Context: an optimization exercise on an open-source flow, tuned for small area, a short achievable clock period and few clock cycles per item. The choices shown serve that exercise and are no tape-out recipe.
In this exercise RTL edits were held to simulation tests only and were not proved equivalent to the original.

Setup of the reference run:
Design wheel_color_strip_generator_top, start of the top module:
module wheel_color_strip_generator_top
(
   input  logic        clock,
   input  logic        reset,
   input  logic        req_tvalid,
   output logic        req_tready,
   input  logic [63:0] req_tdata,    
   output logic        rsp_tvalid,
   input  logic        rsp_tready,
   output logic [31:0] rsp_tdata,    
   output logic        rsp_tlast,    
   input  logic        csr_psel,
   input  logic        csr_penable,
   input  logic        csr_pwrite,
   input  logic [4:0]  csr_paddr,
   input  logic [31:0] csr_pwdata,
   output logic [31:0] csr_prdata,
   output logic        csr_pready
);
   localparam logic [1:0] TIMING_STAGGERED = 2'd1;
   localparam logic [1:0] TIMING_LOCAL     = 2'd2;
   localparam logic [1:0] TIMING_ALTERNATE = 2'd3;
   logic [7:0] pattern_speed;
   logic [7:0] fade_speed;
   logic       fade_synced;
   logic [7:0] brightness_scale;
   logic [1:0] timing_mode;
   logic [1:0] inside_mode;
   logic [7:0] own_address;
   logic [7:0] node_count;
   logic [7:0]  ps_eff;
   logic        d_ready, d_last, d_load;
   logic        ps_zero;
   logic [7:0]  offset_ff;
   logic [2:0]  ocnt_ff;
   logic [7:0]  oacc_ff, oacc_next;
   logic [7:0]  d_qw;
   logic [8:0]  d_qf;
  ...
==> module wheel_color_strip_generator_top, before the edit <==
module wheel_color_strip_generator_top
(
   input  logic        clock,
   input  logic        reset,
   input  logic        req_tvalid,
   output logic        req_tready,
   input  logic [63:0] req_tdata,    
   output logic        rsp_tvalid,
   input  logic        rsp_tready,
   output logic [31:0] rsp_tdata,    
   output logic        rsp_tlast,    
   input  logic        csr_psel,
   input  logic        csr_penable,
   input  logic        csr_pwrite,
   input  logic [4:0]  csr_paddr,
   input  logic [31:0] csr_pwdata,
   output logic [31:0] csr_prdata,
   output logic        csr_pready
);
   localparam logic [1:0] TIMING_STAGGERED = 2'd1;
   localparam logic [1:0] TIMING_LOCAL     = 2'd2;
   localparam logic [1:0] TIMING_ALTERNATE = 2'd3;
   logic [7:0] pattern_speed;
   logic [7:0] fade_speed;
   logic       fade_synced;
   logic [7:0] brightness_scale;
   logic [1:0] timing_mode;
   logic [1:0] inside_mode;
   logic [7:0] own_address;
   logic [7:0] node_count;
   logic [7:0]  ps_eff;
   logic        d_ready, d_last, d_load;
   logic        ps_zero;
   logic [7:0]  offset_ff;
   logic [2:0]  ocnt_ff;
   logic [7:0]  oacc_ff, oacc_next;
   logic [7:0]  d_qw;
   logic [8:0]  d_qf;
   logic        ser_take;
   logic        m_take, m_done;
   logic        m_busy_ff;
   logic [2:0]  m_cnt_ff;
   logic [7:0]  m_qw_ff;
   logic [8:0]  m_qf_ff;
   logic [16:0] acc_ff;
   logic [20:0] acc_sum;
   logic [3:0]  nib;
   logic [16:0] fade_rom_value;
   logic [16:0] scale;           
   logic        bright_write;
   logic        sc_busy_ff;
   logic [2:0]  sc_cnt_ff;
   logic [9:0]  v_ff, v_new;
   logic [16:0] scale_new;
   logic [16:0] mcand, acc_in;
   logic        fade_one;
   logic [8:0]  step_val;
   logic [7:0]  offset;
   logic [7:0]  item_base;
   logic [16:0] item_bright;
   wcsg_csr u_csr (
      .clock            (clock),
      .reset            (reset),
      .csr_psel         (csr_psel),
      .csr_penable      (csr_penable),
      .csr_pwrite       (csr_pwrite),
      .csr_paddr        (csr_paddr),
      .csr_pwdata       (csr_pwdata),
      .csr_prdata       (csr_prdata),
      .csr_pready       (csr_pready),
      .pattern_speed    (pattern_speed),
      .fade_speed       (fade_speed),
      .fade_synced      (fade_synced),
      .brightness_scale (brightness_scale),
      .timing_mode      (timing_mode),
      .inside_mode      (inside_mode),
      .own_address      (own_address),
      .node_count       (node_count),
      .ps_zero          (ps_zero)
   );
   assign ps_eff = {pattern_speed[7:1], pattern_speed[0] | ps_zero};
   assign m_done     = (m_cnt_ff == 3'd4);
   assign m_take     = !m_busy_ff || (m_done && ser_take);
   assign req_tready = d_ready;
   assign d_load     = req_tvalid && d_ready;
   wcsg_div_stage u_div (
      .clock    (clock),
      .reset    (reset),
      .load     (d_load),
      .take_out (m_take),
      .num_w_in ((timing_mode == TIMING_LOCAL) ? req_tdata[31:0] : req_tdata[63:32]),
      .num_f_in (fade_synced ? req_tdata[63:32] : req_tdata[31:0]),
      .ps       (ps_eff),
      .fs       (fade_speed),
      .ready    (d_ready),
      .last     (d_last),
      .q_w      (d_qw),
      .q_f      (d_qf)
   );
   wcsg_fade_rom u_fade_rom (
      .idx   (m_qf_ff),
      .value (fade_rom_value)
   );
   assign bright_write = csr_psel && csr_penable && csr_pwrite && (csr_paddr[4:2] == 3'd3);
   wcsg_scale_rom u_scale_rom (
      .c     (acc_ff[14:5]),
      .v     (v_ff),
      .x     (acc_ff[16:5]),
      .v_new (v_new),
      .scale (scale_new)
   );
   always_ff @(posedge clock) begin
      if (reset) begin
         sc_busy_ff <= 1'b0;
         scale      <= 17'd65536;
      end else if (bright_write) begin
         sc_busy_ff <= 1'b1;
         sc_cnt_ff  <= 3'd0;
      end else if (sc_busy_ff) begin
         sc_cnt_ff <= sc_cnt_ff + 3'd1;
         if (sc_cnt_ff == 3'd2) begin
            v_ff <= v_new;
         end
         if (sc_cnt_ff == 3'd5) begin
            sc_busy_ff <= 1'b0;
            scale      <= scale_new;
         end
      end
   end
   assign fade_one = (fade_speed == 8'd0) || fade_rom_value[16];
   always_comb begin
      case (m_cnt_ff[1:0])
         2'd0:    nib = fade_rom_value[3:0];
         2'd1:    nib = fade_rom_value[7:4];
         2'd2:    nib = fade_rom_value[11:8];
         default: nib = fade_rom_value[15:12];
      endcase
      mcand  = scale;
      acc_in = acc_ff;
      if (sc_busy_ff) begin
         case (sc_cnt_ff)
            3'd0:    begin mcand = 17'd25701; nib = brightness_scale[3:0]; acc_in = 17'd0; end
            3'd1:    begin mcand = 17'd25701; nib = brightness_scale[7:4]; end
            3'd2:    begin mcand = 17'd70255; nib = v_new[3:0]; acc_in = 17'd0; end
            3'd3:    begin mcand = 17'd70255; nib = v_ff[7:4]; end
            default: begin mcand = 17'd70255; nib = {2'd0, v_ff[9:8]}; end
         endcase
      end
      acc_sum = 21'(acc_in) + 21'(mcand) * 21'(nib);
   end
   always_ff @(posedge clock) begin
      if (reset) begin
         m_busy_ff <= 1'b0;
      end else if (m_take) begin
         m_busy_ff <= d_last;
      end
   end
   always_ff @(posedge clock) begin
      if (sc_busy_ff && (sc_cnt_ff <= 3'd4)) begin
         acc_ff   <= acc_sum[20:4];
      end else if (m_take) begin
         acc_ff   <= 17'd0;
      end else if (!m_done) begin
         acc_ff   <= acc_sum[20:4];
      end
      if (m_take) begin
         m_cnt_ff <= 3'd0;
         m_qw_ff  <= d_qw;
         m_qf_ff  <= d_qf;
      end else if (!m_done) begin
         m_cnt_ff <= m_cnt_ff + 3'd1;
      end
   end
   wcsg_step_rom u_step_rom (
      .idx   (node_count),
      .value (step_val)
   );
   always_ff @(posedge clock) begin
      if (reset || (csr_psel && csr_penable && csr_pwrite)) begin
         ocnt_ff <= 3'd0;
      end else begin
         ocnt_ff <= ocnt_ff + 3'd1;
      end
   end
   always_comb begin
      oacc_next = ((ocnt_ff == 3'd0) ? 8'd0 : {oacc_ff[6:0], 1'b0})
                + (own_address[~ocnt_ff] ? step_val[7:0] : 8'd0);
      case (timing_mode)
         TIMING_STAGGERED: offset = oacc_next;
         TIMING_ALTERNATE: offset = own_address[0] ? 8'd0 : 8'd128;
         default:          offset = 8'd0;
      endcase
      item_base   = m_qw_ff + offset_ff;
      item_bright = fade_one ? scale : acc_ff;
   end
   always_ff @(posedge clock) begin
      oacc_ff <= oacc_next;
      if (ocnt_ff == 3'd7) begin
         offset_ff <= offset;
      end
   end
   wcsg_serializer u_ser (
      .clock       (clock),
      .reset       (reset),
      .inside_mode (inside_mode),
      .item_valid  (m_busy_ff && m_done),
      .item_base   (item_base),
      .item_bright (item_bright),
      .item_take   (ser_take),
      .rsp_tvalid  (rsp_tvalid),
      .rsp_tready  (rsp_tready),
      .rsp_tdata   (rsp_tdata),
      .rsp_tlast   (rsp_tlast)
   );
endmodule
clock: 22.0 ns
lec_check: 0
cap_margin: 20
core_margin: 2
core_utilization: 55
cts_buf_list: sky130_fd_sc_hd__clkbuf_4
cts_cluster_size: 30
slew_margin: 60
synth_memory_max_bits: 16384
run.sh (not shown) runs the stock make flow with config.mk's settings and CLKGATE_MAP_FILE= SYNTH_SCRIPT=/design/flow/synth_recipe.tcl, a recipe that flattens the netlist after the stock synthesis.
The reference run reached the end of the flow, and the finished layout is clean on the timing, design-rule and antenna checks.
Testbench counts of the reference run, summed over its fixed seeds: cycles 19,520, items 3,072.
Edits applied to the flow inputs when going from the reference run to the trial run:
--- a/flow/design.v
+++ b/flow/design.v
@@ -2683,9 +2683,9 @@
    logic [16:0] scale;           
    logic        bright_write;
    logic        sc_busy_ff;
    logic [2:0]  sc_cnt_ff;
-   logic [9:0]  v_ff, v_new;
+   logic [9:0]  v_new;
    logic [16:0] scale_new;
    logic [16:0] mcand, acc_in;
    logic        fade_one;
    logic [8:0]  step_val;
@@ -2737,9 +2737,9 @@
    );
    assign bright_write = csr_psel && csr_penable && csr_pwrite && (csr_paddr[4:2] == 3'd3);
    wcsg_scale_rom u_scale_rom (
       .c     (acc_ff[14:5]),
-      .v     (v_ff),
+      .v     (scale[9:0]),
       .x     (acc_ff[16:5]),
       .v_new (v_new),
       .scale (scale_new)
    );
@@ -2752,9 +2752,9 @@
          sc_cnt_ff  <= 3'd0;
       end else if (sc_busy_ff) begin
          sc_cnt_ff <= sc_cnt_ff + 3'd1;
          if (sc_cnt_ff == 3'd2) begin
-            v_ff <= v_new;
+            scale <= 17'(v_new);      
          end
          if (sc_cnt_ff == 3'd5) begin
             sc_busy_ff <= 1'b0;
             scale      <= scale_new;
@@ -2775,10 +2775,10 @@
          case (sc_cnt_ff)
             3'd0:    begin mcand = 17'd25701; nib = brightness_scale[3:0]; acc_in = 17'd0; end
             3'd1:    begin mcand = 17'd25701; nib = brightness_scale[7:4]; end
             3'd2:    begin mcand = 17'd70255; nib = v_new[3:0]; acc_in = 17'd0; end
-            3'd3:    begin mcand = 17'd70255; nib = v_ff[7:4]; end
-            default: begin mcand = 17'd70255; nib = {2'd0, v_ff[9:8]}; end
+            3'd3:    begin mcand = 17'd70255; nib = scale[7:4]; end
+            default: begin mcand = 17'd70255; nib = {2'd0, scale[9:8]}; end
          endcase
       end
       acc_sum = 21'(acc_in) + 21'(mcand) * 21'(nib);
    end
[summary]
Having completed the whole flow, the trial run delivered a layout that passed the timing, design-rule and antenna checks. Per the comparison of the trial run with the reference run, synthesis-to-layout area growth was more or less identical; final-layout worst hold slack saw a decrease; layout buffer count excluding clock buffers dropped about 0.5%; number of ordinary inverters in the final layout -23; final cell count down 1.1%. Any difference in floorplan die area between the trial run and the reference run is small enough to ignore.
Testbench counts of the trial run, summed over its fixed seeds: cycles 19,520, items 3,072.

## afterwards: timing with drivers on the ports
The results above use ideal ports. As a check the final layouts listed here were re-extracted and re-timed, cells and wires unchanged.
Step 1, drivers: a clkbuf_16 drives clock and a buf_2 each remaining input, both assumed.
Step 2 also shifts input and output timing later by t, the mid clock arrival at the registers, as if the neighbouring blocks saw the same clock.
a / b / c = ideal / step 1 / step 2; a / b = the first two.
run | t, ns | setup WS [ns] | hold WS [ns] | worst register clock-pin slew, ns | cell pins on the clock port's net
the reference run | 0.888 | 11.238 / 11.178 / 11.178 | 0.458 / 0.458 / 0.458 | 0.08 / 0.08 | 1
the trial run | 0.915 | 11.257 / 11.218 / 11.218 | 0.430 / 0.430 / 0.430 | 0.08 / 0.08 | 1
After both steps every run listed still meets setup and hold. The setup slack of the reference run, which loses most, moves by -0.060 ns with the drivers and by -0.060 ns with both steps.
